From an optimization exercise on the open Yosys and OpenROAD flow, aimed at small area; shortcuts taken in it are not production practice. In this exercise RTL edits were held to simulation tests only and were not proved equivalent to the original. No activity file was given, so power comes from the tool's default toggle rates.

[design/flow/flow/run.sh]
#!/bin/bash
# standard layout, with the port buffers made of the smallest buffer cell
set -euo pipefail
export BUFFER_PORTS_ARGS="-buffer_cell sky130_fd_sc_hd__buf_1"
bash standard.sh > standard_make.log 2>&1
[design/flow/standard.sh]
#!/bin/bash
# synth_recipe.tcl (not shown) runs the flow's synth.tcl, then flattens the netlist and writes it again
# the make line also repeats each setting of config.mk as NAME=value (left out here)
make -C /OpenROAD-flow-scripts/flow DESIGN_CONFIG=/design/flow/config.mk WORK_HOME=/design/flow/orfs CLKGATE_MAP_FILE= SYNTH_SCRIPT=/design/flow/synth_recipe.tcl "${@:-finish}"
[design/flow/config.mk]
export PLATFORM = sky130hd
export DESIGN_NAME = rhythm_video_top
export DESIGN_NICKNAME = rhythm_video_top
export VERILOG_FILES = /design/flow/design.v
export SDC_FILE = /design/flow/constraint.sdc
export NUM_CORES = 4
export LEC_CHECK = 0
export CAP_MARGIN = 20
export CORE_MARGIN = 2
export CORE_UTILIZATION = 70
export CTS_BUF_LIST = sky130_fd_sc_hd__clkbuf_8
export SLEW_MARGIN = 20
[design/flow/constraint.sdc]
create_clock -name core_clock -period 15.0 [get_ports {clock_65mhz}]
set_input_delay 3.0000 -clock core_clock [delete_from_list [all_inputs] [get_ports {clock_65mhz}]]
set_output_delay 3.0000 -clock core_clock [all_outputs]
set_load 0.01 [all_outputs]
[design/flow/design.v]
`default_nettype none
package raster_pkg;
   typedef logic [10:0] hcount_t;
   typedef logic [9:0] vcount_t;
   typedef struct packed {
      logic [7:0] red;
      logic [7:0] green;
      logic [7:0] blue;
   } pixel_t;
   typedef enum logic [1:0] {
      mode_game,
      mode_border,
      mode_bars
   } video_mode_t;
endpackage
`default_nettype wire
`default_nettype none
package note_pkg;
   typedef logic [3:0] note_code_t;
   typedef logic [25:0] tempo_t;
   typedef logic [9:0] note_row_t;
   function automatic logic [9:0] note_row_of(input logic [3:0] code);
      logic [9:0] row;
      case (code)
         4'd1, 4'd2, 4'd13: row = 10'(144 + 74 * 6);
         4'd3, 4'd4:        row = 10'(144 + 74 * 5);
         4'd5:              row = 10'(144 + 74 * 4);
         4'd6, 4'd7:        row = 10'(144 + 74 * 3);
         4'd8, 4'd9:        row = 10'(144 + 74 * 2);
         4'd10, 4'd11:      row = 10'(144 + 74 * 1);
         4'd12:             row = 10'(144);
         default:           row = 10'(144 + 768);
      endcase
      note_row_of = row;
   endfunction
   function automatic logic [23:0] note_color_of(input logic [3:0] code);
      logic [23:0] color;
      case (code)
         4'd0:                           color = 24'h0;
         4'd2, 4'd4, 4'd7, 4'd9, 4'd11:  color = 24'h5555FF;
         4'd13:                          color = 24'h00DD00;
         default:                        color = 24'hFFFFFF;
      endcase
      note_color_of = color;
   endfunction
endpackage
`default_nettype wire
`default_nettype none
module raster_timing (
   input  wire logic           clock_65mhz,
   input  wire logic           reset,
   output raster_pkg::hcount_t hcount,
   output raster_pkg::vcount_t vcount
);
   logic h_last;
   logic v_last;
   assign h_last = hcount[10] & hcount[8] & (&hcount[5:0]);
   assign v_last = vcount[9] & vcount[8] & vcount[5] & vcount[2] & vcount[0];
   always_ff @(posedge clock_65mhz) begin
      if (reset) begin
         hcount <= '0;
         vcount <= '0;
      end else begin
         hcount <= h_last ? '0 : hcount + 1'b1;
         if (h_last)
            vcount <= v_last ? '0 : vcount + 1'b1;
      end
   end
endmodule
`default_nettype wire
`default_nettype none
module note_lane (
   input  wire logic        clock_65mhz,
   input  wire logic        reset,
   input  wire logic [63:0] next_notes,
   input  wire logic [25:0] tempo,
   input  wire logic        playing_correct,
   output logic [10:0]      lead_x,
   output logic [63:0]      codes,
   output logic             codes_valid,
   output logic             correct_q
);
   logic [25:0] tempo_q;
   logic [25:0] tempo_d;
   logic [25:0] beat_count;
   logic [19:0] move_count;
   logic        beat;
   logic        move;
   assign tempo_d = reset ? tempo : tempo_q;
   assign beat    = (beat_count == 26'd1);
   assign move    = (move_count == 20'd1);
   always_ff @(posedge clock_65mhz) begin
      tempo_q    <= tempo_d;
      beat_count <= (reset | beat) ? tempo_d : beat_count - 1'b1;
      move_count <= (reset | move) ? tempo_d[25:6] : move_count - 1'b1;
   end
   always_ff @(posedge clock_65mhz) begin
      if (reset)
         lead_x <= 11'(1024 - 1);
      else if (move)
         lead_x <= lead_x - 1'b1;
      else if (beat)
         lead_x <= 11'(72);
   end
   always_ff @(posedge clock_65mhz) begin
      if (reset)
         codes_valid <= 1'b0;
      else if (beat)
         codes_valid <= 1'b1;
      if (beat)
         codes <= next_notes;
      correct_q <= playing_correct;
   end
endmodule
`default_nettype wire
`default_nettype none
module note_renderer (
   input  wire logic                clock_65mhz,
   input  wire raster_pkg::hcount_t hcount,
   input  wire raster_pkg::vcount_t vcount,
   input  wire logic [10:0]         lead_x,
   input  wire logic [63:0]         codes,
   input  wire logic                codes_valid,
   input  wire logic                correct_q,
   output logic [2:0]               class_q,
   output logic                     border_q,
   output logic [2:0]               bars_q,
   output logic                     vsync_q,
   output logic                     blank_q
);
   logic [11:0] strip_x;
   logic [3:0]  note_idx;
   logic [3:0]  code;
   logic [2:0]  code_row;
   logic [2:0]  line_row;
   logic        note_on;
   logic        staff_hit;
   logic        in_staff;
   logic        edge_hit;
   logic        blank;
   logic [2:0]  pix_class;
   assign strip_x  = {1'b0, hcount} - {1'b0, lead_x};
   assign note_idx = strip_x[9:6];
   assign code     = codes[4*note_idx +: 4];
   always_comb begin
      case (code)
         4'd1, 4'd2, 4'd13: code_row = 3'd6;
         4'd3, 4'd4:        code_row = 3'd5;
         4'd5:              code_row = 3'd4;
         4'd6, 4'd7:        code_row = 3'd3;
         4'd8, 4'd9:        code_row = 3'd2;
         4'd10, 4'd11:      code_row = 3'd1;
         4'd12:             code_row = 3'd0;
         default:           code_row = 3'd7;
      endcase
   end
   always_comb begin
      line_row = 3'd7;
      for (int r = 0; r < 7; r++) begin
         if (vcount >= 10'(144 + 74 * r) &&
             vcount < 10'(144 + 74 * r + 35))
            line_row = 3'(r);
      end
   end
   assign note_on = codes_valid && strip_x[11:10] == 2'b00 &&
                    hcount > 72 && code_row == line_row &&
                    code_row != 3'd7;
   always_comb begin
      staff_hit = 1'b0;
      for (int i = 0; i < 8; i++) begin
         if (vcount == 128 + 73 * i)
            staff_hit = 1'b1;
      end
   end
   assign in_staff = (vcount >= 128) && (vcount <= 639);
   assign edge_hit = in_staff && (hcount == 72 || hcount == 1024 - 1);
   assign blank    = hcount[10] | (vcount[9] & vcount[8]);
   always_comb begin
      if (blank)
         pix_class = 3'd0;
      else if (edge_hit)
         pix_class = 3'd2;
      else if (note_on) begin
         if (note_idx == 4'd0)
            pix_class = correct_q ? 3'd5 : 3'd6;
         else if (code == 4'd13)
            pix_class = 3'd4;
         else if (code == 4'd2 || code == 4'd4 || code == 4'd7 ||
                  code == 4'd9 || code == 4'd11)
            pix_class = 3'd3;
         else
            pix_class = 3'd2;
      end else if (staff_hit && hcount >= 72)
         pix_class = 3'd1;
      else
         pix_class = 3'd0;
   end
   always_ff @(posedge clock_65mhz) begin
      class_q  <= pix_class;
      border_q <= (hcount == 0) || (hcount == 1024 - 1) ||
                  (vcount == 0) || (vcount == 768 - 1);
      bars_q   <= hcount[8:6];
      vsync_q  <= !(vcount >= 777 && vcount < 783);
      blank_q  <= blank;
   end
endmodule
`default_nettype wire
`default_nettype none
module video_output (
   input  wire logic                clock_65mhz,
   input  wire logic                reset,
   input  wire logic [1:0]          mode,
   input  wire raster_pkg::hcount_t hcount,
   input  wire logic [2:0]          class_q,
   input  wire logic                border_q,
   input  wire logic [2:0]          bars_q,
   input  wire logic                vsync_q,
   input  wire logic                blank_q,
   output logic [7:0]               vga_red,
   output logic [7:0]               vga_green,
   output logic [7:0]               vga_blue,
   output logic                     vga_hsync,
   output logic                     vga_vsync,
   output logic                     vga_blank_b
);
   logic [7:0] game_cols;
   logic [7:0] cols;
   logic [7:0] cols_q;
   logic       hsync_q;
   logic       vsync_o;
   logic       blank_b_q;
   always_comb begin
      case (class_q)
         3'd1:    game_cols = 8'b10_1010_10;    
         3'd2:    game_cols = 8'b11_1111_11;    
         3'd3:    game_cols = 8'b01_0101_11;    
         3'd4:    game_cols = 8'b00_1101_00;    
         3'd5:    game_cols = 8'b11_1111_00;    
         3'd6:    game_cols = 8'b11_0100_00;    
         default: game_cols = 8'b00_0000_00;
      endcase
      case (mode)
         2'd1:    cols = {8{border_q}};
         2'd2:    cols = {{2{bars_q[2]}}, {4{bars_q[1]}}, {2{bars_q[0]}}};
         default: cols = game_cols;
      endcase
   end
   always_ff @(posedge clock_65mhz) begin
      if (reset) begin
         cols_q    <= '0;
         hsync_q   <= 1'b1;
         vsync_o   <= 1'b1;
         blank_b_q <= 1'b0;
      end else begin
         cols_q    <= cols;
         hsync_q   <= !(hcount > 1048 && hcount <= 1184);
         vsync_o   <= vsync_q;
         blank_b_q <= !blank_q;
      end
   end
   assign vga_red     = {4{cols_q[7], cols_q[6]}};
   assign vga_green   = {cols_q[5], cols_q[4], cols_q[3], cols_q[2],
                         cols_q[5], cols_q[4], cols_q[3], cols_q[4]};
   assign vga_blue    = {4{cols_q[1], cols_q[0]}};
   assign vga_hsync   = hsync_q;
   assign vga_vsync   = vsync_o;
   assign vga_blank_b = blank_b_q;
endmodule
`default_nettype wire
`default_nettype none
module rhythm_video_top (
   input  wire logic                    clock_65mhz,
   input  wire logic                    reset,
   input  wire logic [1:0]              mode,
   input  wire logic [63:0]             next_notes,
   input  wire logic [25:0]             tempo,
   input  wire logic                    playing_correct,
   output logic [7:0]                   vga_red,
   output logic [7:0]                   vga_green,
   output logic [7:0]                   vga_blue,
   output logic                         vga_hsync,
   output logic                         vga_vsync,
   output logic                         vga_blank_b
);
   raster_pkg::hcount_t hcount;
   raster_pkg::vcount_t vcount;
   logic [10:0] lead_x;
   logic [63:0] codes;
   logic        codes_valid;
   logic        correct_q;
   logic [2:0]  class_q;
   logic        border_q;
   logic [2:0]  bars_q;
   logic        vsync_q;
   logic        blank_q;
   raster_timing u_raster_timing (
      .clock_65mhz (clock_65mhz),
      .reset       (reset),
      .hcount      (hcount),
      .vcount      (vcount)
   );
   note_lane u_note_lane (
      .clock_65mhz     (clock_65mhz),
      .reset           (reset),
      .next_notes      (next_notes),
      .tempo           (tempo),
      .playing_correct (playing_correct),
      .lead_x          (lead_x),
      .codes           (codes),
      .codes_valid     (codes_valid),
      .correct_q       (correct_q)
   );
   note_renderer u_note_renderer (
      .clock_65mhz (clock_65mhz),
      .hcount      (hcount),
      .vcount      (vcount),
      .lead_x      (lead_x),
      .codes       (codes),
      .codes_valid (codes_valid),
      .correct_q   (correct_q),
      .class_q     (class_q),
      .border_q    (border_q),
      .bars_q      (bars_q),
      .vsync_q     (vsync_q),
      .blank_q     (blank_q)
   );
   video_output u_video_output (
      .clock_65mhz (clock_65mhz),
      .reset       (reset),
      .mode        (mode),
      .hcount      (hcount),
      .class_q     (class_q),
      .border_q    (border_q),
      .bars_q      (bars_q),
      .vsync_q     (vsync_q),
      .blank_q     (blank_q),
      .vga_red     (vga_red),
      .vga_green   (vga_green),
      .vga_blue    (vga_blue),
      .vga_hsync   (vga_hsync),
      .vga_vsync   (vga_vsync),
      .vga_blank_b (vga_blank_b)
   );
endmodule
`default_nettype wire
==> impl_metrics.py, run 1 <==
metrics = {
    "critical_path": {
        "required_ps": 15370,
        "crit_slowest_cell": "nand3_1",
        "crit_fanout": 20,
        "r2r_cells": 16,
        "crit_path_start_kind": "flip-flop",
        "path_delay_family": "simple AND/OR/NAND/NOR gates",
        "path_buf_inv": 1,
        "ff2ff_setup_slack_ps": 9960,
        "endpoint_kind": "flip-flop",
        "r2r_start": "u_note_lane.lead_x[7]",
        "path_cells": "inv_1 -> ha_1 -> or3b_1 -> o21ai_0 -> a21oi_1 -> nand3_1 -> nor3_1 -> a311oi_1 -> a311oi_1 -> nor2_1 -> ha_1 -> a21o_1 -> a41oi_1 -> mux2i_1 -> or3_4 -> o41ai_2",
        "critical_path_class": "flip-flop to flip-flop",
        "cp.arrival_ps": 5410,
        "r2r-end": "u_note_renderer.class_q[0]",
        "crit_path_max_incr_delay_ps": 670,
    },
    "layout": {
        "antenna_cells": 0,
        "multiInputGateArea_mm2": 0.00448,
        "nets": 1180,
        "seq_area_mm2": 0.00444,
        "drive_above_1_share_pct": 5.53,
        "area_growth_pct": 8.55,
        "n_fill_cell": 937,
    },
    "clocking": {
        "cts_tree": "done",
        "clockRootBuffer": "clkbuf_8",
        "ctsHtreeMaxLevel": 4,
        "clock_sinks": 190,
        "cts_buffers": 17,
        "postCtsSetupBuffers": 0,
        "ctsResizeCount": 0,
        "insertion_delay_ps": 460,
        "cts-hold-fix-buffers": 0,
        "clockBufferDepth": 2,
        "path_clk_slew_ps": 90,
    },
    "floorplanning": {
        "die_area_mm2": 0.0144,
        "initial_core_util_pct": 71.3,
        "die_width_um": 120,
        "fp-row-count": 42,
        "fp.dieH_um": 120,
        "core_region_area_mm2": 0.0132,
        "io_pins": 122,
    },
    "synth": {
        "synth_area_per_cell_um2": 9.78,
        "yosysMostFrequentCell": "dfxtp_1",
        "yosys_most_used_dff": "dfxtp_1",
        "synth_area_mm2": 0.00941,
        "synth_warnings": 4,
        "synth_top_cell_area_share_pct": 26.8,
        "synth_cell_types": 77,
        "synth_top_cell_by_area": "dfxtp_1",
        "synth.area.top_cells": "dfxtp_1, edfxtp_1, mux2i_1, ha_1, nor2_1",
        "synth-seq-cells": 190,
        "ys_top_cells_by_count": "dfxtp_1, nor2_1, nand2_1",
        "synth_async_sr_flop_share_pct": 0,
        "syn-instance-count": 962,
        "ys_seq_area_share_pct": 47.2,
        "synth_nets": 1089,
        "synth_edf_count": 64,
    },
    "power": {
        "powerDensity_mw_per_mm2": 96.1,
        "worst_ir_drop_vdd_mv": 0.0873,
        "leakagePower_nw": 3.99,
    },
    "global_routing": {
        "grt_pass1_wl_um": 31200,
        "grt_use_total_pct": 26.7,
        "antenna_found_initial": 0,
        "grt_max_degree": 69,
        "gr-total-overflow": 0,
        "grt_pass1_vias": 6716,
    },
    "drt": {
        "dr_total_vias": 7159,
        "antenna_left": 0,
        "viasPerCell": 5.76,
        "drtPass1Iterations": 5,
        "drt-initial-drc-count": 619,
        "wl_per_cell_um": 15.0,
        "drt_wl_total_um": 18600,
        "drc": 0,
    },
    "worst_hold_path": {
        "hold_depth": 1,
        "whs_endpoint": "u_video_output.blank_b_q",
        "holdCritStartpoint": "u_note_renderer.blank_q",
        "hold_class": "flip-flop to flip-flop",
    },
    "timing": {
        "finalCritPeriodShare_pct": 33.6,
        "min_period_ps": 5040,
        "skew_ps": 11.8,
        "max_freq_ghz": 0.198,
        "setup_viol": 0,
        "finalSetupTns_ps": 0,
        "final-max-slew-violation-count": 0,
        "finalHoldViolCount": 0,
        "worstMarginPinSlew_ps": 1010,
        "whs_ps": 384,
        "rsz0062_at_grt": "false",
        "relSlewSlack_pct": 32.4,
    },
    "outcome": {
        "status": "complete, no violations",
    },
    "placement": {
        "dp_hpwl_um": 13200,
        "io_buffers": 121,
        "gp_congestion": 0.921,
    },
    "flow_run": {
        "drv_cap": 0,
    },
}
==> through the flow <==
step	util, %	instance area (um^2)	power, mW	worst slack (ps)	std cells
global placement	74.7	9850	0.670	10270	1210
floorplan	-	9410	0.649	10570	962
finish	77.4	10200	0.982	9960	1242
global route	77.4	10200	1.02	9580	1242
detailed placement	74.7	9850	0.673	10010	1210
CTS	77.4	10200	0.987	9950	1242
==> cell type report <==
cell class	instances	share of cell area (%)
Clock buffer	17	2.29
Clock inverter	15	1.30
Inverter	59	2.17
Multi-Input combinational cell	660	43.8
Sequential cell	190	43.5
Tap cell	176	2.16
Timing Repair Buffer	125	4.75
==> how the worst max path moves through the flow <==
stage,start,to,slack [ps],cells past startpoint
after floorplan,u_note_lane.beat_count[18],u_note_lane.beat_count[10],10570,9
after global placement,u_note_lane.lead_x[7],u_note_renderer.class_q[0],10270,16
after detailed placement,u_note_lane.lead_x[7],u_note_renderer.class_q[0],10010,16
after CTS,u_note_lane.lead_x[7],u_note_renderer.class_q[0],9950,16
after global routing,u_note_lane.lead_x[7],u_note_renderer.class_q[0],9580,17
final,u_note_lane.lead_x[7],u_note_renderer.class_q[0],9960,16
==> layer usage <==
metal  wire length (um)  vias up  part of all wire (%)  global-route usage, %
met5                  0        -                     0                      0
met4                250        0                   1.3                   7.72
met3               1050       21                   5.6                   5.42
met2               9120      228                    49                   44.1
met1               8230     3307                    44                   35.7
li1                   -     3603                     -                      -
==> sequential cells by signal, indices dropped and copies added, names as in the netlist, 8 cells and up <==
| register | cells |
|---|---|
| u_raster_timing.vcount | 10 |
| u_note_lane.tempo_q | 26 |
| u_note_lane.lead_x | 11 |
| u_video_output.cols_q | 8 |
| u_note_lane.beat_count | 26 |
| u_note_lane.codes | 64 |
| u_note_lane.move_count | 20 |
| u_raster_timing.hcount | 11 |
==> where the power goes <==
group	total [mW]	internal, mW	switching (mW)
combinational	0.0817	0.0390	0.0427
sequential	0.581	0.559	0.0220
clock	0.319	0.144	0.175
total	0.982	0.743	0.239
==> logic make-up (layout without fill, tap and decap cells) <==
kind of cell	Yosys count	in the layout	share of synthesized area, %
fa+ha+maj	32	32	4.26
xor+xnor	56	56	5.29
flops	190	190	47.2
buf+inv	112	216	5.29
compound gates	175	175	13.0
simple gates	336	336	17.6
mux	61	61	7.29
==> worst register-to-register path, delay by kind of cell (launching register included) <==
family          cells  cell delay (ps)
compound gates      7             1630
fa+ha+maj           2              860
buf+inv             1               90
flops               1              400
mux                 1              120
simple gates        5             1830
==> placed cells by master, fill, tap and decap left out, drive strengths merged, types with 11 or more instances in the layout <==
master / count
dfxtp: 126
buf: 124
nor2: 98
nand2: 77
inv: 65
edfxtp: 64
a21oi: 58
mux2i: 49
nor3: 38
ha: 32
xnor2: 32
nand3: 30
o21ai: 29
xor2: 24
clkbuf: 18
or3: 17
nand2b: 17
nand4: 11
==> run 2: changes to the inputs <==
==> design/flow/flow/run.sh (replaced) <==
#!/bin/bash
# The standard layout (standard.sh), with two changes:
# - synthesis maps with an area-oriented ABC script (abc_area_map.script)
#   in place of ORFS's speed script; everything else in synthesis is as
#   standard (same scripts, copied so the one file can be replaced)
# - the port buffers are the smallest buffer cell
set -euo pipefail
W=$(pwd)
rm -rf "$W/orfs_scripts"
cp -r "$FLOW_HOME/scripts" "$W/orfs_scripts"
cp "$W/flow/abc_area_map.script" "$W/orfs_scripts/abc_speed.script"
export SCRIPTS_DIR="$W/orfs_scripts"
export BUFFER_PORTS_ARGS="-buffer_cell sky130_fd_sc_hd__buf_1"
bash standard.sh > "$W/standard_make.log" 2>&1
==> design/flow/flow/abc_area_map.script (new file) <==
strash
dc2
dch -f
amap
topo
dnsize
--- a/design/flow/config.mk
+++ b/design/flow/config.mk
@@ -9,4 +9,6 @@
 export CORE_MARGIN = 2
 export CORE_UTILIZATION = 70
 export CTS_BUF_LIST = sky130_fd_sc_hd__clkbuf_8
+export CTS_CLUSTER_DIAMETER = 300
+export CTS_CLUSTER_SIZE = 30
 export SLEW_MARGIN = 20
==> run 2 against run 1 <==
Effect of this change: power is 4.3% higher; highest routed layer unchanged; still clean on timing, DRC and antenna; global-route usage grew 2.8 points; core utilization up 2.7 points; largest power group unchanged.
==> impl_metrics.py, run 2 <==
metrics = {
    "global_routing": {
        "grt_use_total_pct": 29.5,
        "antenna_found_initial": 0,
        "grt_pass1_vias": 6667,
        "grt_pass1_wl_um": 30500,
        "grt_max_degree": 70,
        "gr-total-overflow": 0,
    },
    "power": {
        "clkPwrFrac_pct": 36.6,
        "pwr-share-seq_pct": 56.0,
        "powerDensity_mw_per_mm2": 107,
        "worst_ir_drop_vdd_mv": 0.0996,
        "p_int_mw": 0.789,
        "leakagePower_nw": 3.31,
        "switching_power_mw": 0.235,
        "total_power_mw": 1.02,
        "switching_share_pct": 23.0,
        "pwr-share-comb_pct": 7.4,
    },
    "critical_path": {
        "cp.arrival_ps": 6540,
        "crit_fanout": 34,
        "path_buf_inv": 3,
        "critical_path_class": "flip-flop to flip-flop",
        "crit_path_frequent_cell": "o21a_1",
        "crit_slowest_cell": "clkinv_1",
        "path_cells": "clkinv_1 -> ha_1 -> o21a_1 -> o21a_1 -> o21a_1 -> o21a_1 -> o21a_1 -> nor2_1 -> nor2_1 -> a21oi_2 -> buf_4 -> clkinv_1 -> a221o_1 -> a32oi_1 -> o22ai_1 -> ha_1 -> a221oi_1 -> nor2_1 -> o22a_1 -> or4_1 -> o32a_1 -> nor3_1",
        "r2r_cells": 22,
        "cp.depth": 22,
        "path_delay_family": "compound AO/OA/AOI/OAI gates",
        "crit_path_start_kind": "flip-flop",
        "endpoint_kind": "flip-flop",
        "crit_path_max_incr_delay_ps": 790,
        "required_ps": 15380,
    },
    "drt": {
        "drc": 0,
        "antenna_left": 0,
        "drt_wl_total_um": 18900,
        "dr_total_vias": 7255,
        "drtPass1Iterations": 5,
        "wl_per_cell_um": 15.7,
        "drt-initial-drc-count": 668,
        "viasPerCell": 6.03,
    },
    "floorplanning": {
        "die_width_um": 114,
        "core_region_area_mm2": 0.0120,
        "fp.dieH_um": 114,
        "fp-row-count": 40,
        "die_area_mm2": 0.0131,
        "initial_core_util_pct": 71.4,
        "io_pins": 122,
    },
    "flow_run": {
        "drv_cap": 0,
    },
    "clocking": {
        "ctsHtreeMaxLevel": 4,
        "clockRootBuffer": "clkbuf_8",
        "cts_buffers": 17,
        "cts_tree": "done",
        "cts-hold-fix-buffers": 0,
        "path_clk_slew_ps": 100,
        "clockBufferDepth": 2,
        "clock_sinks": 190,
        "insertion_delay_ps": 460,
        "ctsResizeCount": 0,
        "postCtsSetupBuffers": 0,
    },
    "synth": {
        "synth_top_cell_by_area": "dfxtp_1",
        "synth_edf_count": 64,
        "synth_nets": 1038,
        "syn-instance-count": 911,
        "ys_top_cells_by_count": "nor2_1, dfxtp_1, clkinv_1",
        "ys_seq_area_share_pct": 52.0,
        "synth.area.top_cells": "dfxtp_1, edfxtp_1, nor2_1, o22ai_1, clkinv_1",
        "synth_area_mm2": 0.00854,
        "synth_area_per_cell_um2": 9.38,
        "synth_top_cell_area_share_pct": 29.5,
        "synth_warnings": 4,
        "synth-seq-cells": 190,
        "synth_async_sr_flop_share_pct": 0,
        "yosys_most_used_dff": "dfxtp_1",
        "synth_cell_types": 47,
        "yosysMostFrequentCell": "nor2_1",
    },
    "layout": {
        "largest_reg_flops": 64,
        "area_growth_pct": 12.2,
        "final_cell_mix": "nor2_1, dfxtp_1, buf_1, clkinv_1, o22ai_1",
        "top_register": "u_note_lane.codes",
        "final_common_cell": "nor2_1",
        "nets": 1170,
        "n_fill_cell": 804,
        "reg.largest.list": "u_note_lane.codes x64, u_note_lane.beat_count x26, u_note_lane.tempo_q x26",
        "antenna_cells": 0,
        "drive_above_1_share_pct": 3.60,
        "seq_area_mm2": 0.00444,
        "multiInputGateArea_mm2": 0.00356,
    },
    "timing": {
        "skew_ps": 13.9,
        "rsz0062_at_grt": "false",
        "finalCritPeriodShare_pct": 41.0,
        "worstMarginPinSlew_ps": 936,
        "min_period_ps": 6150,
        "relSlewSlack_pct": 36.0,
        "final-max-slew-violation-count": 0,
        "finalSetupTns_ps": 0,
        "max_freq_ghz": 0.163,
        "setup_viol": 0,
        "finalHoldViolCount": 0,
    },
    "worst_hold_path": {
        "hold_class": "flip-flop to flip-flop",
        "hold_depth": 1,
    },
    "placement": {
        "io_buffers": 121,
        "gp_congestion": 0.991,
        "dp_hpwl_um": 13400,
    },
    "outcome": {
        "status": "complete, no violations",
    },
}
-- run 2: cell count changes in the layout (fill, tap and decap cells not counted), sizes merged, moves of 23 or more --
cell    delta
o22a      +23
nor2      +32
a22oi     +29
xnor2     -32
inv       -57
xor2      -24
o22ai     +66
mux2i     -49
clkinv   +112
-- run 2: worst register-to-register path: stages, from the launching register on --
cell and delay, ps:
dfxtp_1 320, clkinv_1 110, ha_1 290, o21a_1 100, o21a_1 160, o21a_1 160, o21a_1 160, o21a_1 160
nor2_1 150, nor2_1 90, a21oi_2 140, buf_4 360, clkinv_1 810, a221o_1 600, a32oi_1 220, o22ai_1 200
ha_1 370, a221oi_1 490, nor2_1 110, o22a_1 170, or4_1 450, o32a_1 300, nor3_1 150
-- run 2: through the flow --
step / area (um^2) / utilization (%) / hold slack, ps / worst slack, ps / cells
after floorplan: 8540 / - / 363 / 3150 / 911
after global routing: 9580 / 80.1 / 384 / 8530 / 1203
final: 9580 / 80.1 / 379 / 8850 / 1203
after global placement: 9130 / 76.3 / 368 / 9280 / 1171
after CTS: 9580 / 80.1 / 379 / 9000 / 1203
after detailed placement: 9130 / 76.3 / 367 / 9060 / 1171
-- run 2: power groups by stage --
stage / clock (mW) / sequential [mW] / combinational, mW
6_report: 0.375 / 0.573 / 0.0761
5_1_grt: 0.399 / 0.576 / 0.0860
4_1_cts: 0.377 / 0.572 / 0.0761
3_5_place_dp: 0 / 0.584 / 0.0752
3_3_place_gp: 0 / 0.583 / 0.0720
2_1_floorplan: 0 / 0.581 / 0.0518
-- run 2: final cells by class --
type	instances	share of cell area, %
Tap cell	147	1.92
Clock buffer	18	2.59
Inverter	113	4.43
Timing Repair Buffer	129	5.38
Multi-Input combinational cell	592	37.2
Clock inverter	14	2.10
Sequential cell	190	46.4
-- run 2: worst paths after layout --
kind	startpoint	endpoint	slack, ps
setup / recovery	u_note_lane.lead_x[1]	u_note_renderer.class_q[0]	8850
hold / removal	u_note_renderer.blank_q	u_video_output.blank_b_q	380
setup reg to reg	u_note_lane.lead_x[1]	u_note_renderer.class_q[0]	8850
hold reg to reg	u_note_renderer.blank_q	u_video_output.blank_b_q	380
-- run 2: cell families after synthesis --
family	share of synthesized area [%]
compound gates	21.4
fa+ha+maj	4.69
buf+inv	6.37
flops	52.0
simple gates	15.6
-- run 2: layer usage --
metal / GRT usage, % / part of all wire, %
met1: 37.2 / 43
met2: 49.2 / 48
met3: 5.88 / 5.4
met4: 13.6 / 3.4
met5: 0 / 0
==> run 3: changes to the inputs <==
--- a/design/flow/config.mk
+++ b/design/flow/config.mk
@@ -9,6 +9,4 @@
 export CORE_MARGIN = 2
 export CORE_UTILIZATION = 70
 export CTS_BUF_LIST = sky130_fd_sc_hd__clkbuf_8
-export CTS_CLUSTER_DIAMETER = 300
-export CTS_CLUSTER_SIZE = 30
 export SLEW_MARGIN = 20
==> run 3 against run 2 <==
Effect of this change: sequential cell count did not move; combinational power barely moved; first-iteration DRC count did not move; routed wire length did not move; global-route usage did not move; worst hold slack did not move; register-to-register slack barely moved; via count did not move; sequential power barely moved; final cell count did not move; critical endpoint unchanged; highest routed layer unchanged.
==> impl_metrics.py, run 3 <==
metrics = {
    "synth": {
        "synth_async_sr_flop_share_pct": 0,
        "synth_area_per_cell_um2": 9.38,
        "ys_seq_area_share_pct": 52.0,
        "synth_top_cell_area_share_pct": 29.5,
        "syn-instance-count": 911,
        "synth_area_mm2": 0.00854,
        "ys_top_cells_by_count": "nor2_1, dfxtp_1, clkinv_1",
        "synth.area.top_cells": "dfxtp_1, edfxtp_1, nor2_1, o22ai_1, clkinv_1",
        "synth-seq-cells": 190,
        "yosys_most_used_dff": "dfxtp_1",
        "synth_cell_types": 47,
        "synth_nets": 1038,
        "synth_edf_count": 64,
        "synth_warnings": 4,
        "synth_top_cell_by_area": "dfxtp_1",
        "yosysMostFrequentCell": "nor2_1",
    },
    "clocking": {
        "postCtsSetupBuffers": 0,
        "path_clk_slew_ps": 100,
        "clock_sinks": 190,
        "cts_buffers": 17,
        "insertion_delay_ps": 460,
        "ctsResizeCount": 0,
        "cts_tree": "done",
        "clockBufferDepth": 2,
        "clockRootBuffer": "clkbuf_8",
        "ctsHtreeMaxLevel": 4,
        "cts-hold-fix-buffers": 0,
    },
    "floorplanning": {
        "die_width_um": 114,
        "initial_core_util_pct": 71.4,
        "core_region_area_mm2": 0.0120,
        "fp-row-count": 40,
        "io_pins": 122,
        "die_area_mm2": 0.0131,
        "fp.dieH_um": 114,
    },
    "power": {
        "clkPwrFrac_pct": 36.6,
        "total_power_mw": 1.02,
        "p_int_mw": 0.789,
        "leakagePower_nw": 3.31,
        "switching_share_pct": 23.0,
        "worst_ir_drop_vdd_mv": 0.0996,
        "pwr-share-comb_pct": 7.4,
        "powerDensity_mw_per_mm2": 107,
        "pwr-share-seq_pct": 56.0,
        "switching_power_mw": 0.235,
    },
    "timing": {
        "finalCritPeriodShare_pct": 41.0,
        "max_freq_ghz": 0.163,
        "fin_ws_ps": 8850,
        "whs_ps": 379,
        "final-max-slew-violation-count": 0,
        "rsz0062_at_grt": "false",
        "min_period_ps": 6150,
        "relSlewSlack_pct": 36.0,
        "finalHoldViolCount": 0,
        "skew_ps": 13.9,
        "worstMarginPinSlew_ps": 936,
        "setup_viol": 0,
        "finalSetupTns_ps": 0,
    },
    "worst_hold_path": {
        "hold_class": "flip-flop to flip-flop",
    },
    "critical_path": {
        "crit_path_start_kind": "flip-flop",
        "crit_path_max_incr_delay_ps": 790,
        "path_cells": "clkinv_1 -> ha_1 -> o21a_1 -> o21a_1 -> o21a_1 -> o21a_1 -> o21a_1 -> nor2_1 -> nor2_1 -> a21oi_2 -> buf_4 -> clkinv_1 -> a221o_1 -> a32oi_1 -> o22ai_1 -> ha_1 -> a221oi_1 -> nor2_1 -> o22a_1 -> or4_1 -> o32a_1 -> nor3_1",
        "crit_fanout": 34,
        "path_delay_family": "compound AO/OA/AOI/OAI gates",
        "required_ps": 15380,
        "crit_path_frequent_cell": "o21a_1",
        "critical_path_class": "flip-flop to flip-flop",
        "endpoint_kind": "flip-flop",
        "cp.arrival_ps": 6540,
        "crit_slowest_cell": "clkinv_1",
        "path_buf_inv": 3,
    },
    "layout": {
        "final_cells": 1203,
        "fin_area_mm2": 0.00958,
        "n_fill_cell": 804,
        "antenna_cells": 0,
        "reg.largest.list": "u_note_lane.codes x64, u_note_lane.beat_count x26, u_note_lane.tempo_q x26",
        "top_register": "u_note_lane.codes",
        "final_cell_mix": "nor2_1, dfxtp_1, buf_1, clkinv_1, o22ai_1",
        "largest_reg_flops": 64,
        "finalCoreUtilization_pct": 80.1,
        "seq_area_mm2": 0.00444,
        "final_common_cell": "nor2_1",
        "area_growth_pct": 12.2,
        "drive_above_1_share_pct": 3.60,
        "nets": 1170,
        "multiInputGateArea_mm2": 0.00356,
    },
    "flow_run": {
        "drv_cap": 0,
    },
    "drt": {
        "drtPass1Iterations": 5,
        "dr_total_vias": 7255,
        "drt-initial-drc-count": 668,
        "drc": 0,
        "wl_per_cell_um": 15.7,
        "drt_wl_total_um": 18900,
        "viasPerCell": 6.03,
        "antenna_left": 0,
    },
    "placement": {
        "gp_congestion": 0.991,
        "post-place-ws_ps": 9060,
        "placed_cell_area_mm2": 0.00913,
        "dp_hpwl_um": 13400,
        "place_inst": 1171,
        "io_buffers": 121,
    },
    "global_routing": {
        "grt_max_degree": 70,
        "grt_use_total_pct": 29.5,
        "grt_pass1_wl_um": 30500,
        "antenna_found_initial": 0,
        "grt_pass1_vias": 6667,
        "gr-total-overflow": 0,
    },
    "outcome": {
        "status": "complete, no violations",
    },
}
==> run 3: kinds of logic (layout without fill, tap and decap cells) <==
| family | after synthesis | count (layout) | share of synthesized area, % |
|---|---|---|---|
| compound gates | 267 | 267 | 21.4 |
| fa+ha+maj | 32 | 32 | 4.69 |
| buf+inv | 129 | 274 | 6.37 |
| flops | 190 | 190 | 52.0 |
| simple gates | 293 | 293 | 15.6 |
==> run 3: path summary, 6_finish.rpt <==
path                                              start                          to  slack [ps]  cells after the start
worst max-delay path              u_note_lane.lead_x[1]  u_note_renderer.class_q[0]        8850                     22
worst min-delay path            u_note_renderer.blank_q    u_video_output.blank_b_q         380                      1
worst max register to register    u_note_lane.lead_x[1]  u_note_renderer.class_q[0]        8850                     22
worst min register to register  u_note_renderer.blank_q    u_video_output.blank_b_q         380                      1
==> run 3: final cells by class <==
cell class / instances / area share, %
clock inverter: 14 / 2.10
multi-input combinational: 592 / 37.2
tap: 147 / 1.92
inverter: 113 / 4.43
clock buffer: 18 / 2.59
sequential: 190 / 46.4
timing repair buffer: 129 / 5.38
==> run 3: power by group through the flow <==
| stage | logic [mW] | clock network (mW) | registers [mW] |
|---|---|---|---|
| final | 0.0761 | 0.375 | 0.573 |
| after global routing | 0.0860 | 0.399 | 0.576 |
| after CTS | 0.0761 | 0.377 | 0.572 |
| after detailed placement | 0.0752 | 0 | 0.584 |
| after global placement | 0.0720 | 0 | 0.583 |
| after floorplan | 0.0518 | 0 | 0.581 |
==> run 3: metal layers <==
metal  global-route usage, %  routed length [um]  vias to the layer above
met5                       0                   0                        -
met2                    49.2                9090                      277
met3                    5.88                1030                       55
met4                    13.6                 639                        0
met1                    37.2                8180                     3307
li1                        -                   -                     3616
==> run 4: changes to the inputs <==
--- a/design/flow/design.v
+++ b/design/flow/design.v
@@ -82,26 +82,42 @@
 );
    logic [25:0] tempo_q;
    logic [25:0] tempo_d;
-   logic [25:0] beat_count;
-   logic [19:0] move_count;
+   logic [25:0] beat_count_n;
+   logic [19:0] move_count_n;
+   logic [10:0] lead_x_n;
    logic        beat;
    logic        move;
    assign tempo_d = reset ? tempo : tempo_q;
-   assign beat    = (beat_count == 26'd1);
-   assign move    = (move_count == 20'd1);
+   assign beat    = (beat_count_n == ~26'd1);
+   assign move    = (move_count_n == ~20'd1);
+   logic [25:0] beat_inc;
+   logic [19:0] move_inc;
+   logic [26:0] beat_cy;
+   logic [20:0] move_cy;
+   assign beat_cy[0] = 1'b1;
+   assign move_cy[0] = 1'b1;
+   for (genvar i = 0; i < 26; i++) begin : g_beat
+      assign beat_inc[i]  = beat_count_n[i] ^ beat_cy[i];
+      assign beat_cy[i+1] = beat_cy[i] & beat_count_n[i];
+   end
+   for (genvar i = 0; i < 20; i++) begin : g_move
+      assign move_inc[i]  = move_count_n[i] ^ move_cy[i];
+      assign move_cy[i+1] = move_cy[i] & move_count_n[i];
+   end
    always_ff @(posedge clock_65mhz) begin
-      tempo_q    <= tempo_d;
-      beat_count <= (reset | beat) ? tempo_d : beat_count - 1'b1;
-      move_count <= (reset | move) ? tempo_d[25:6] : move_count - 1'b1;
+      tempo_q      <= tempo_d;
+      beat_count_n <= (reset | beat) ? ~tempo_d : beat_inc;
+      move_count_n <= (reset | move) ? ~tempo_d[25:6] : move_inc;
    end
    always_ff @(posedge clock_65mhz) begin
       if (reset)
-         lead_x <= 11'(1024 - 1);
+         lead_x_n <= 11'h400;    
       else if (move)
-         lead_x <= lead_x - 1'b1;
+         lead_x_n <= lead_x_n + 1'b1;
       else if (beat)
-         lead_x <= 11'(72);
+         lead_x_n <= 11'h7B7;    
    end
+   assign lead_x = ~lead_x_n;
    always_ff @(posedge clock_65mhz) begin
       if (reset)
          codes_valid <= 1'b0;
@@ -139,8 +155,17 @@
    logic        edge_hit;
    logic        blank;
    logic [2:0]  pix_class;
-   assign strip_x  = {1'b0, hcount} - {1'b0, lead_x};
-   assign note_idx = strip_x[9:6];
+   logic [10:0] lead_x_n;
+   logic [11:0] carry;
+   assign lead_x_n = ~lead_x;
+   assign carry[0] = 1'b1;
+   for (genvar i = 0; i < 11; i++) begin : g_strip
+      assign strip_x[i]  = hcount[i] ^ lead_x_n[i] ^ carry[i];
+      assign carry[i+1]  = (hcount[i] & lead_x_n[i]) |
+                           (carry[i] & (hcount[i] | lead_x_n[i]));
+   end
+   assign strip_x[11] = ~carry[11];
+   assign note_idx    = strip_x[9:6];
    assign code     = codes[4*note_idx +: 4];
    always_comb begin
       case (code)
@@ -223,14 +248,39 @@
    output logic                     vga_vsync,
    output logic                     vga_blank_b
 );
-   logic [7:0] game_cols;
-   logic [7:0] cols;
-   logic [7:0] cols_q;
+   logic       pick_border;
+   logic       pick_bars;
+   logic [2:0] pick_bits;
+   logic       pick_border_q;
+   logic       pick_bars_q;
+   logic [2:0] pick_bits_q;
    logic       hsync_q;
    logic       vsync_o;
    logic       blank_b_q;
+   logic [7:0] game_cols;
+   logic [7:0] cols;
+   assign pick_border = (mode == 2'd1);
+   assign pick_bars   = (mode == 2'd2);
+   assign pick_bits   = pick_bars ? bars_q : (pick_border ? {2'b00, border_q} : class_q);
+   always_ff @(posedge clock_65mhz) begin
+      if (reset) begin
+         pick_border_q <= 1'b0;
+         pick_bars_q   <= 1'b0;
+         pick_bits_q   <= '0;
+         hsync_q       <= 1'b1;
+         vsync_o       <= 1'b1;
+         blank_b_q     <= 1'b0;
+      end else begin
+         pick_border_q <= pick_border;
+         pick_bars_q   <= pick_bars;
+         pick_bits_q   <= pick_bits;
+         hsync_q       <= !(hcount > 1048 && hcount <= 1184);
+         vsync_o       <= vsync_q;
+         blank_b_q     <= !blank_q;
+      end
+   end
    always_comb begin
-      case (class_q)
+      case (pick_bits_q)
          3'd1:    game_cols = 8'b10_1010_10;    
          3'd2:    game_cols = 8'b11_1111_11;    
          3'd3:    game_cols = 8'b01_0101_11;    
@@ -239,29 +289,17 @@
          3'd6:    game_cols = 8'b11_0100_00;    
          default: game_cols = 8'b00_0000_00;
       endcase
-      case (mode)
-         2'd1:    cols = {8{border_q}};
-         2'd2:    cols = {{2{bars_q[2]}}, {4{bars_q[1]}}, {2{bars_q[0]}}};
-         default: cols = game_cols;
-      endcase
-   end
-   always_ff @(posedge clock_65mhz) begin
-      if (reset) begin
-         cols_q    <= '0;
-         hsync_q   <= 1'b1;
-         vsync_o   <= 1'b1;
-         blank_b_q <= 1'b0;
-      end else begin
-         cols_q    <= cols;
-         hsync_q   <= !(hcount > 1048 && hcount <= 1184);
-         vsync_o   <= vsync_q;
-         blank_b_q <= !blank_q;
-      end
+      if (pick_border_q)
+         cols = {8{pick_bits_q[0]}};
+      else if (pick_bars_q)
+         cols = {{2{pick_bits_q[2]}}, {4{pick_bits_q[1]}}, {2{pick_bits_q[0]}}};
+      else
+         cols = game_cols;
    end
-   assign vga_red     = {4{cols_q[7], cols_q[6]}};
-   assign vga_green   = {cols_q[5], cols_q[4], cols_q[3], cols_q[2],
-                         cols_q[5], cols_q[4], cols_q[3], cols_q[4]};
-   assign vga_blue    = {4{cols_q[1], cols_q[0]}};
+   assign vga_red     = {4{cols[7], cols[6]}};
+   assign vga_green   = {cols[5], cols[4], cols[3], cols[2],
+                         cols[5], cols[4], cols[3], cols[4]};
+   assign vga_blue    = {4{cols[1], cols[0]}};
    assign vga_hsync   = hsync_q;
    assign vga_vsync   = vsync_o;
    assign vga_blank_b = blank_b_q;
==> design/flow/flow/abc_area_map.script (replaced) <==
strash
dc2
dch -f
amap -m
topo
dnsize
==> run 4 against run 3 <==
Effect of this change: still clean; combinational power down 13%; sequential share of layout area up 0.96 points; count of clock-buffer cells in the layout fell by 1; clock power shrank 3%; synthesized cell count decreased by 10%; clock skew fell by 2.9 ps; synthesized area fell by 3.3%; via count down 2.4%.
==> impl_metrics.py, run 4 <==
metrics = {
    "clocking": {
        "postCtsSetupBuffers": 0,
        "ctsResizeCount": 0,
        "path_clk_slew_ps": 100,
        "ctsHtreeMaxLevel": 4,
        "cts_tree": "done",
        "cts-hold-fix-buffers": 0,
        "clock_sinks": 187,
        "cts_buffers": 17,
        "clockBufferDepth": 2,
        "insertion_delay_ps": 470,
        "clockRootBuffer": "clkbuf_8",
    },
    "timing": {
        "finalHoldViolCount": 0,
        "fin_ws_ps": 8200,
        "finalCritPeriodShare_pct": 45.3,
        "rsz0062_at_grt": "false",
        "relSlewSlack_pct": 33.0,
        "setup_viol": 0,
        "worstMarginPinSlew_ps": 1000,
        "min_period_ps": 6800,
        "skew_ps": 10.9,
        "finalSetupTns_ps": 0,
        "max_freq_ghz": 0.147,
        "final-max-slew-violation-count": 0,
    },
    "layout": {
        "final_cell_mix": "dfxtp_1, buf_1, nor2_1, nand2_1, clkinv_1",
        "finalCoreUtilization_pct": 80.8,
        "nets": 1104,
        "area_growth_pct": 12.1,
        "seq_area_mm2": 0.00438,
        "largest_reg_flops": 64,
        "final_common_cell": "dfxtp_1",
        "drive_above_1_share_pct": 3.95,
        "fin_area_mm2": 0.00926,
        "top_register": "u_note_lane.codes",
        "n_fill_cell": 692,
        "antenna_cells": 0,
        "reg.largest.list": "u_note_lane.codes x64, u_note_lane.beat_count_n x26, u_note_lane.tempo_q x26",
        "multiInputGateArea_mm2": 0.00351,
    },
    "synth": {
        "synth_cell_types": 50,
        "synth_area_per_cell_um2": 10.1,
        "synth_nets": 975,
        "yosys_most_used_dff": "dfxtp_1",
        "synth_top_cell_area_share_pct": 29.8,
        "ys_top_cells_by_count": "dfxtp_1, nor2_1, nand2_1",
        "synth-seq-cells": 187,
        "synth_warnings": 4,
        "synth_area_mm2": 0.00826,
        "synth_edf_count": 64,
        "ys_seq_area_share_pct": 53.1,
        "yosysMostFrequentCell": "dfxtp_1",
        "syn-instance-count": 820,
        "synth_async_sr_flop_share_pct": 0,
        "synth_top_cell_by_area": "dfxtp_1",
        "synth.area.top_cells": "dfxtp_1, edfxtp_1, ha_1, nor2_1, nand2_1",
    },
    "power": {
        "pwr-share-comb_pct": 6.6,
        "powerDensity_mw_per_mm2": 107,
        "p_int_mw": 0.757,
        "pwr-share-seq_pct": 56.8,
        "switching_power_mw": 0.234,
        "worst_ir_drop_vdd_mv": 0.109,
        "total_power_mw": 0.991,
        "clkPwrFrac_pct": 36.5,
        "switching_share_pct": 23.6,
        "leakagePower_nw": 3.37,
    },
    "critical_path": {
        "path_cells": "clkinv_1 -> o221ai_1 -> o221ai_1 -> o21ai_0 -> o21a_1 -> o32ai_1 -> fa_1 -> fa_1 -> fa_1 -> clkinv_1 -> nor2_1 -> clkinv_1 -> o21ai_0 -> clkinv_1 -> ha_1 -> nor2_1 -> a211oi_1 -> and2_0 -> o2111ai_1 -> a21o_1 -> a21oi_1 -> nor2_1 -> nor2_1",
        "cp.depth": 23,
        "path_delay_family": "compound AO/OA/AOI/OAI gates",
        "cp.arrival_ps": 7210,
        "required_ps": 15410,
        "crit_slowest_cell": "fa_1",
        "crit_path_max_incr_delay_ps": 950,
        "crit_path_start_kind": "flip-flop",
        "path_buf_inv": 4,
        "critical_path_class": "flip-flop to flip-flop",
        "r2r_cells": 23,
        "endpoint_kind": "flip-flop",
        "crit_fanout": 18,
    },
    "placement": {
        "gp_congestion": 0.930,
        "placed_cell_area_mm2": 0.00881,
        "io_buffers": 121,
        "post-place-ws_ps": 8450,
        "dp_hpwl_um": 14100,
    },
    "global_routing": {
        "grt_pass1_wl_um": 32500,
        "grt_pass1_vias": 6849,
        "gr-total-overflow": 0,
        "antenna_found_initial": 0,
        "grt_max_degree": 69,
        "grt_use_total_pct": 32.3,
    },
    "floorplanning": {
        "initial_core_util_pct": 72.0,
        "fp-row-count": 39,
        "core_region_area_mm2": 0.0115,
        "io_pins": 122,
        "die_area_mm2": 0.0127,
        "fp.dieH_um": 113,
        "die_width_um": 113,
    },
    "drt": {
        "antenna_left": 0,
        "drc": 0,
        "drt-initial-drc-count": 701,
        "wl_per_cell_um": 18.5,
        "drtPass1Iterations": 5,
        "drt_wl_total_um": 20400,
        "dr_total_vias": 7082,
        "viasPerCell": 6.41,
    },
    "outcome": {
        "status": "complete, no violations",
    },
    "worst_hold_path": {
        "hold_class": "flip-flop to flip-flop",
        "hold_depth": 1,
    },
    "flow_run": {
        "drv_cap": 0,
    },
}
-- run 4: changes by cell type after synthesis, moves of 8 or more --
cell      previous run  this run
a22o_1               6        34
nand4_1              2        16
clkinv_1           113        67
nand2_1             55        85
or2_0               11         3
nor3_1              37        27
a21oi_1             44        22
o22ai_1             68        24
nor2_1             130        94
a22oi_1             29        16
or4_1               10         2
ha_1                32        55
o21ai_0             28        61
o22a_1              24         5
-- run 4: stage by stage --
stage,hold WS (ps),cells
5_1_grt,392,1105
2_1_floorplan,355,820
4_1_cts,390,1104
6_report,392,1105
3_3_place_gp,368,1072
3_5_place_dp,377,1072
-- run 4: power groups by stage --
stage	clock (mW)	sequential, mW	combinational (mW)
finish	0.362	0.563	0.0659
global route	0.380	0.565	0.0748
CTS	0.361	0.562	0.0654
detailed placement	0	0.573	0.0633
global placement	0	0.571	0.0578
floorplan	0	0.569	0.0399
-- run 4: cells by family after synthesis --
family | count (synthesis) | share of synthesized area, %
xor gates and xnor gates | 1 | 0.106
adders and majority gates | 60 | 9.54
AOI/OAI and AO/OA | 223 | 18.6
buffers and inverters | 83 | 4.50
and+or+nand+nor | 266 | 14.2
DFF | 187 | 53.1
-- run 4: per-layer routing --
layer  up-vias  share of wire, %  GRT usage (%)
li1       3314                 -              -
met1      3355                38           36.6
met2       348                52           58.0
met3        65               6.4           7.34
met4         0               3.6           14.9
met5         -                 0              0
-- run 4: area by class of cell --
type,count,share of cell area [%]
flip-flops and latches,187,47.3
multi-input cells,550,38.0
repair buffers,126,5.40
inverters,67,2.72
clock buffers,17,2.53
clock inverters,15,2.12
well taps,143,1.93
-- run 4: final timing paths --
kind              slack (ps)               startpoint                         end
setup reg to reg        8200  u_note_lane.lead_x_n[2]  u_note_renderer.class_q[1]
hold reg to reg          390  u_note_renderer.blank_q    u_video_output.blank_b_q
setup / recovery        8200  u_note_lane.lead_x_n[2]  u_note_renderer.class_q[1]
hold / removal           390  u_note_renderer.blank_q    u_video_output.blank_b_q
-- run 4: worst reg2reg max path, stage by stage (launching register included) --
cell and delay, ps:
dfxtp_1 420, clkinv_1 110, o221ai_1 210, o221ai_1 140, o21ai_0 90, o21a_1 140, o32ai_1 100, fa_1 430
fa_1 430, fa_1 950, clkinv_1 610, nor2_1 330, clkinv_1 190, o21ai_0 680, clkinv_1 300, ha_1 370
nor2_1 50, a211oi_1 270, and2_0 200, o2111ai_1 210, a21o_1 230, a21oi_1 130, nor2_1 60, nor2_1 80
==> run 5: changes to the inputs <==
--- a/design/flow/flow/run.sh
+++ b/design/flow/flow/run.sh
@@ -4,6 +4,7 @@
 #   in place of ORFS's speed script; everything else in synthesis is as
 #   standard (same scripts, copied so the one file can be replaced)
 # - the port buffers are the smallest buffer cell
+# - clock tree synthesis with clkbuf_8 only and without dummy loads
 set -euo pipefail
 W=$(pwd)
 rm -rf "$W/orfs_scripts"
@@ -11,4 +12,5 @@
 cp "$W/flow/abc_area_map.script" "$W/orfs_scripts/abc_speed.script"
 export SCRIPTS_DIR="$W/orfs_scripts"
 export BUFFER_PORTS_ARGS="-buffer_cell sky130_fd_sc_hd__buf_1"
+export CTS_ARGS="-sink_clustering_enable -repair_clock_nets -buf_list sky130_fd_sc_hd__clkbuf_8 -dont_use_dummy_load"
 bash standard.sh > "$W/standard_make.log" 2>&1
==> run 5 against run 4 <==
Effect of this change: still clean; final cell count down 1.4%; die area unchanged; worst setup slack better by 0.91 ps; worst hold slack worse by 10 ps; maximum frequency about the same; core utilization down 1.7 points; non-clock buffer count unchanged; critical path depth unchanged; cell area down 2.1%; critical endpoint unchanged.
==> impl_metrics.py, run 5 <==
metrics = {
    "floorplanning": {
        "fp-row-count": 39,
        "io_pins": 122,
        "die_area_mm2": 0.0127,
        "fp.dieH_um": 113,
        "core_region_area_mm2": 0.0115,
        "initial_core_util_pct": 72.0,
        "die_width_um": 113,
    },
    "global_routing": {
        "gr-total-overflow": 0,
        "grt_pass1_vias": 6742,
        "antenna_found_initial": 0,
        "grt_pass1_wl_um": 31600,
        "grt_use_total_pct": 31.2,
        "grt_max_degree": 69,
    },
    "power": {
        "pwr-share-comb_pct": 7.4,
        "pwr-share-seq_pct": 64.2,
        "powerDensity_mw_per_mm2": 96.7,
        "switching_share_pct": 23.0,
        "leakagePower_nw": 3.27,
        "switching_power_mw": 0.202,
        "clkPwrFrac_pct": 28.4,
        "worst_ir_drop_vdd_mv": 0.0965,
        "p_int_mw": 0.675,
    },
    "flow_run": {
        "drv_cap": 0,
    },
    "synth": {
        "synth_area_mm2": 0.00826,
        "ys_seq_area_share_pct": 53.1,
        "synth_cell_types": 50,
        "synth_top_cell_area_share_pct": 29.8,
        "synth_edf_count": 64,
        "syn-instance-count": 820,
        "yosys_most_used_dff": "dfxtp_1",
        "synth.area.top_cells": "dfxtp_1, edfxtp_1, ha_1, nor2_1, nand2_1",
        "synth_warnings": 4,
        "synth_nets": 975,
        "synth_top_cell_by_area": "dfxtp_1",
        "yosysMostFrequentCell": "dfxtp_1",
        "synth_async_sr_flop_share_pct": 0,
        "synth_area_per_cell_um2": 10.1,
        "synth-seq-cells": 187,
        "ys_top_cells_by_count": "dfxtp_1, nor2_1, nand2_1",
    },
    "timing": {
        "min_period_ps": 6790,
        "final-max-slew-violation-count": 0,
        "skew_ps": 27.0,
        "rsz0062_at_grt": "false",
        "finalSetupTns_ps": 0,
        "finalHoldViolCount": 0,
        "finalCritPeriodShare_pct": 45.3,
        "whs_ps": 381,
        "relSlewSlack_pct": 34.6,
        "setup_viol": 0,
        "max_freq_ghz": 0.147,
        "worstMarginPinSlew_ps": 980,
    },
    "critical_path": {
        "critical_path_class": "flip-flop to flip-flop",
        "endpoint_kind": "flip-flop",
        "crit_fanout": 18,
        "cp.arrival_ps": 7180,
        "crit_path_start_kind": "flip-flop",
        "required_ps": 15390,
    },
    "clocking": {
        "clockBufferDepth": 2,
        "ctsResizeCount": 0,
        "postCtsSetupBuffers": 0,
        "cts_tree": "done",
        "cts-hold-fix-buffers": 0,
        "insertion_delay_ps": 460,
        "clockRootBuffer": "clkbuf_8",
        "ctsHtreeMaxLevel": 4,
        "cts_buffers": 17,
        "clock_sinks": 187,
        "path_clk_slew_ps": 80,
    },
    "placement": {
        "gp_congestion": 0.930,
        "dp_hpwl_um": 14100,
        "io_buffers": 121,
    },
    "outcome": {
        "status": "complete, no violations",
    },
    "layout": {
        "n_fill_cell": 736,
        "final_common_cell": "dfxtp_1",
        "seq_area_mm2": 0.00438,
        "top_register": "u_note_lane.codes",
        "nets": 1104,
        "reg.largest.list": "u_note_lane.codes x64, u_note_lane.beat_count_n x26, u_note_lane.tempo_q x26",
        "area_growth_pct": 9.74,
        "antenna_cells": 0,
        "drive_above_1_share_pct": 2.75,
        "multiInputGateArea_mm2": 0.00351,
        "largest_reg_flops": 64,
        "final_cell_mix": "dfxtp_1, buf_1, nor2_1, nand2_1, clkinv_1",
    },
    "drt": {
        "dr_total_vias": 6851,
        "drt_wl_total_um": 19800,
        "drt-initial-drc-count": 627,
        "drtPass1Iterations": 8,
        "drc": 0,
        "antenna_left": 0,
        "viasPerCell": 6.29,
        "wl_per_cell_um": 18.2,
    },
    "worst_hold_path": {
        "hold_class": "flip-flop to flip-flop",
    },
}
[run 5: changes by cell type in the layout (fill, tap and decap cells not counted), sizes merged]
cell,previous run,this run
inv,7,0
bufinv,4,0
clkinv,70,67
clkinvlp,1,0
[run 5: cell families after synthesis]
group | count (synthesis) | synth area share, %
and+or+nand+nor | 266 | 14.2
AOI/OAI and AO/OA | 223 | 18.6
DFF | 187 | 53.1
buffers and inverters | 83 | 4.50
adders and majority gates | 60 | 9.54
xor gates and xnor gates | 1 | 0.106
[run 5: stage by stage]
| stage | total power, mW | cells | setup slack (ps) | util (%) | area, um^2 |
|---|---|---|---|---|---|
| 6_report | 0.877 | 1090 | 8210 | 79.0 | 9060 |
| 5_1_grt | 0.902 | 1090 | 7740 | 79.0 | 9060 |
| 4_1_cts | 0.876 | 1089 | 8360 | 78.9 | 9050 |
| 3_5_place_dp | 0.637 | 1072 | 8450 | 76.9 | 8810 |
| 3_3_place_gp | 0.629 | 1072 | 9080 | 76.9 | 8810 |
| 2_1_floorplan | 0.609 | 820 | 3740 | - | 8260 |
[run 5: worst max-delay path, cell delays in order, from the launching register on]
cell and delay [ps]:
dfxtp_1 400, clkinv_1 110, o221ai_1 210, o221ai_1 150, o21ai_0 90, o21a_1 140, o32ai_1 90, fa_1 430
fa_1 420, fa_1 970, clkinv_1 630, nor2_1 330, clkinv_1 180, o21ai_0 670, clkinv_1 320, ha_1 370
nor2_1 50, a211oi_1 270, and2_0 200, o2111ai_1 200, a21o_1 220, a21oi_1 130, nor2_1 60, nor2_1 80
[run 5: metal layers]
| metal | up-vias | routed length (um) | part of all wire (%) | track usage (%) |
|---|---|---|---|---|
| met3 | 50 | 1150 | 5.8 | 6.91 |
| met5 | - | 0 | 0 | 0 |
| li1 | 3288 | - | - | - |
| met4 | 0 | 597 | 3.0 | 12.9 |
| met2 | 296 | 10300 | 52 | 56.7 |
| met1 | 3217 | 7720 | 39 | 35.5 |
[run 5: power groups by stage]
| stage | clock [mW] | sequential, mW | combinational (mW) |
|---|---|---|---|
| after floorplan | 0 | 0.569 | 0.0399 |
| after global placement | 0 | 0.571 | 0.0578 |
| after detailed placement | 0 | 0.573 | 0.0633 |
| after CTS | 0.249 | 0.562 | 0.0648 |
| after global routing | 0.263 | 0.565 | 0.0743 |
| final | 0.249 | 0.563 | 0.0651 |
[run 5: worst paths after layout]
| kind | from | to | slack [ps] | cells after the start |
|---|---|---|---|---|
| max | u_note_lane.lead_x_n[2] | u_note_renderer.class_q[1] | 8210 | 23 |
| min | u_raster_timing.hcount[8] | u_note_renderer.bars_q[2] | 380 | 0 |
| max reg2reg | u_note_lane.lead_x_n[2] | u_note_renderer.class_q[1] | 8210 | 23 |
| min reg2reg | u_raster_timing.hcount[8] | u_note_renderer.bars_q[2] | 380 | 0 |
[run 5: area by class of cell]
| cell class | count | area share, % |
|---|---|---|
| Sequential cell | 187 | 48.4 |
| Multi-Input combinational cell | 550 | 38.8 |
| Timing Repair Buffer | 126 | 5.52 |
| Inverter | 67 | 2.77 |
| Clock buffer | 17 | 2.58 |
| Tap cell | 143 | 1.97 |
==> run 6: changes to the inputs <==
--- a/design/flow/flow/run.sh
+++ b/design/flow/flow/run.sh
@@ -1,5 +1,5 @@
 #!/bin/bash
-# The standard layout (standard.sh), with two changes:
+# The standard layout (standard.sh), with these changes:
 # - synthesis maps with an area-oriented ABC script (abc_area_map.script)
 #   in place of ORFS's speed script; everything else in synthesis is as
 #   standard (same scripts, copied so the one file can be replaced)
==> design/flow/flow/abc_area_map.script (replaced) <==
strash
&get -n
&fraig -x
&put
dc2
dch -f
amap -m
topo
dnsize
==> run 6 against run 5 <==
Effect of this change: still clean on timing, DRC and antenna; via count is 0.29% higher; maximum frequency is 8.7% higher; first-iteration DRC count is 23% higher; sequential power hardly changed; worst setup slack better by 540 ps; largest cell class unchanged; largest power group unchanged; highest routed layer unchanged.
==> impl_metrics.py, run 6 <==
metrics = {
    "timing": {
        "setup_viol": 0,
        "rsz0062_at_grt": "false",
        "relSlewSlack_pct": 37.0,
        "final-max-slew-violation-count": 0,
        "skew_ps": 30.1,
        "finalHoldViolCount": 0,
        "min_period_ps": 6250,
        "finalSetupTns_ps": 0,
        "max_freq_ghz": 0.160,
        "worstMarginPinSlew_ps": 943,
        "finalCritPeriodShare_pct": 41.7,
    },
    "critical_path": {
        "cp.arrival_ps": 6600,
        "critical_path_class": "flip-flop to flip-flop",
        "crit_path_start_kind": "flip-flop",
        "path_buf_inv": 3,
        "crit_fanout": 15,
        "path_delay_family": "adder cells",
        "required_ps": 15350,
        "path_cells": "clkinv_1 -> o221ai_1 -> o221ai_1 -> o21ai_0 -> a21oi_1 -> a21oi_1 -> o22ai_1 -> fa_1 -> fa_1 -> fa_1 -> clkinv_1 -> or3_1 -> a31oi_1 -> clkinv_1 -> ha_1 -> nor2_1 -> a211oi_1 -> nor2_1 -> a211oi_1 -> nand2_1 -> nor3_1 -> nor2_1 -> nor3_1",
        "crit_path_max_incr_delay_ps": 860,
        "endpoint_kind": "flip-flop",
        "crit_slowest_cell": "fa_1",
    },
    "placement": {
        "place_inst": 1055,
        "gp_congestion": 0.932,
        "io_buffers": 121,
        "dp_hpwl_um": 13700,
    },
    "clocking": {
        "cts-hold-fix-buffers": 0,
        "ctsResizeCount": 0,
        "clock_sinks": 187,
        "insertion_delay_ps": 460,
        "clockRootBuffer": "clkbuf_8",
        "path_clk_slew_ps": 90,
        "ctsHtreeMaxLevel": 4,
        "cts_buffers": 17,
        "cts_tree": "done",
        "clockBufferDepth": 2,
        "postCtsSetupBuffers": 0,
    },
    "drt": {
        "wl_per_cell_um": 17.9,
        "drt-initial-drc-count": 770,
        "drt_wl_total_um": 19200,
        "viasPerCell": 6.40,
        "drc": 0,
        "antenna_left": 0,
        "dr_total_vias": 6871,
        "drtPass1Iterations": 7,
    },
    "synth": {
        "synth_top_cell_by_area": "dfxtp_1",
        "synth_top_cell_area_share_pct": 30.2,
        "synth_async_sr_flop_share_pct": 0,
        "synth_nets": 958,
        "synth_cell_types": 47,
        "syn-instance-count": 803,
        "ys_top_cells_by_count": "dfxtp_1, nor2_1, nand2_1",
        "synth_area_mm2": 0.00815,
        "synth_edf_count": 64,
        "ys_seq_area_share_pct": 53.8,
        "yosysMostFrequentCell": "dfxtp_1",
        "synth_area_per_cell_um2": 10.2,
        "synth.area.top_cells": "dfxtp_1, edfxtp_1, ha_1, nor2_1, nand2_1",
        "synth_warnings": 4,
        "synth-seq-cells": 187,
        "yosys_most_used_dff": "dfxtp_1",
    },
    "power": {
        "powerDensity_mw_per_mm2": 97.2,
        "leakagePower_nw": 3.21,
        "worst_ir_drop_vdd_mv": 0.114,
    },
    "layout": {
        "reg.largest.list": "u_note_lane.codes x64, u_note_lane.beat_count_n x26, u_note_lane.tempo_q x26",
        "final_cells": 1073,
        "antenna_cells": 0,
        "largest_reg_flops": 64,
        "final_cell_mix": "dfxtp_1, buf_1, nor2_1, nand2_1, clkinv_1",
        "area_growth_pct": 10.0,
        "top_register": "u_note_lane.codes",
        "n_fill_cell": 707,
        "drive_above_1_share_pct": 2.80,
        "seq_area_mm2": 0.00438,
        "nets": 1087,
        "multiInputGateArea_mm2": 0.00340,
        "final_common_cell": "dfxtp_1",
    },
    "floorplanning": {
        "fp.dieH_um": 112,
        "io_pins": 122,
        "fp-row-count": 39,
        "die_area_mm2": 0.0125,
        "core_region_area_mm2": 0.0114,
        "die_width_um": 112,
        "initial_core_util_pct": 71.7,
    },
    "global_routing": {
        "grt_util_met3_pct": 7.62,
        "gr-usage-met2_pct": 52.5,
        "gr-total-overflow": 0,
        "grt_pass1_vias": 6635,
        "grt_use_total_pct": 31.2,
        "grt_max_degree": 69,
        "grt_pass1_wl_um": 31300,
        "antenna_found_initial": 0,
        "grt_use_met1_pct": 39.1,
        "grt_busiest_layer": "met2",
    },
    "worst_hold_path": {
        "hold_class": "flip-flop to flip-flop",
    },
    "outcome": {
        "status": "complete, no violations",
    },
    "flow_run": {
        "drv_cap": 0,
    },
}
[run 6: worst reg2reg max path, cell delays in order (launching register included)]
cell,delay [ps]
dfxtp_1,410
clkinv_1,120
o221ai_1,190
o221ai_1,130
o21ai_0,100
a21oi_1,60
a21oi_1,120
o22ai_1,110
fa_1,430
fa_1,420
fa_1,860
clkinv_1,470
or3_1,480
a31oi_1,430
clkinv_1,240
ha_1,330
nor2_1,40
a211oi_1,370
nor2_1,110
a211oi_1,220
nand2_1,120
nor3_1,150
nor2_1,60
nor3_1,160
[run 6: stage by stage]
stage / power, mW / setup slack [ps] / instance area (um^2) / hold WS [ps] / util [%]
4_1_cts: 0.871 / 8890 / 8940 / 403 / 78.7
3_3_place_gp: 0.626 / 9340 / 8710 / 362 / 76.6
5_1_grt: 0.904 / 8300 / 8970 / 413 / 78.9
3_5_place_dp: 0.634 / 8970 / 8710 / 381 / 76.6
6_report: 0.872 / 8750 / 8970 / 402 / 78.9
2_1_floorplan: 0.607 / 3740 / 8150 / 355 / -
[run 6: final timing paths]
path	from	endpoint	slack, ps	depth (start not counted)
setup / recovery	u_note_lane.lead_x_n[2]	u_note_renderer.class_q[0]	8750	23
hold reg to reg	u_raster_timing.hcount[8]	u_note_renderer.bars_q[2]	400	0
hold / removal	u_raster_timing.hcount[8]	u_note_renderer.bars_q[2]	400	0
setup reg to reg	u_note_lane.lead_x_n[2]	u_note_renderer.class_q[0]	8750	23
[run 6: kinds of logic (layout without fill, tap and decap cells)]
| group | Yosys count | after routing | synth area share [%] |
|---|---|---|---|
| adder cells (fa/ha/maj) | 60 | 60 | 9.67 |
| AND/OR/NAND/NOR | 251 | 251 | 13.3 |
| flip-flops | 187 | 187 | 53.8 |
| AO/OA/AOI/OAI | 219 | 219 | 18.6 |
| buffers and inverters | 86 | 213 | 4.70 |
[run 6: layout make-up]
class                   instances  area share, %
clock buffers                  17           2.61
inverters                      70           2.93
multi-input cells             530           37.9
flip-flops and latches        187           48.9
well taps                     143           1.99
repair buffers                126           5.72
[run 6: routing by layer]
metal  wire length (um)  share of wire, %
met4                595               3.1
met5                  0                 0
met1               7760                40
met3               1450               7.6
met2               9380                49
[run 6: power by group]
group / total, mW / switching [mW] / internal, mW
logic: 0.0642 / 0.0370 / 0.0273
registers: 0.561 / 0.0143 / 0.547
clock network: 0.247 / 0.146 / 0.100
total: 0.872 / 0.198 / 0.674

-- what the ideal ports hide --
How much do the figures lean on ideal ports? The routed layouts below were timed once more, with nothing changed but the port constraints. Step 1, drivers: a clkbuf_16 drives clock_65mhz and a buf_2 each remaining input, both assumed. Step 2, shift: input delay + t, output delay - t, t = (earliest + latest rising clock arrival at the registers) / 2. This alone moves slack from input paths to output paths. a / b / c = ideal ports / drivers / drivers and shift; a / b = the first two.
run | t (ns) | slack for setup (ns) | cell pins on the clock port's net
run 1 | 0.494 | 9.960 / 9.960 / 9.960 | 1
run 2 | 0.494 | 8.846 / 8.846 / 8.846 | 1
run 3 | 0.494 | 8.846 / 8.846 / 8.846 | 1
run 4 | 0.496 | 8.204 / 8.204 / 8.204 | 1
run 5 | 0.482 | 8.205 / 8.205 / 8.205 | 1
run 6 | 0.488 | 8.749 / 8.749 / 8.749 | 1
After both steps every run listed still meets setup and hold.
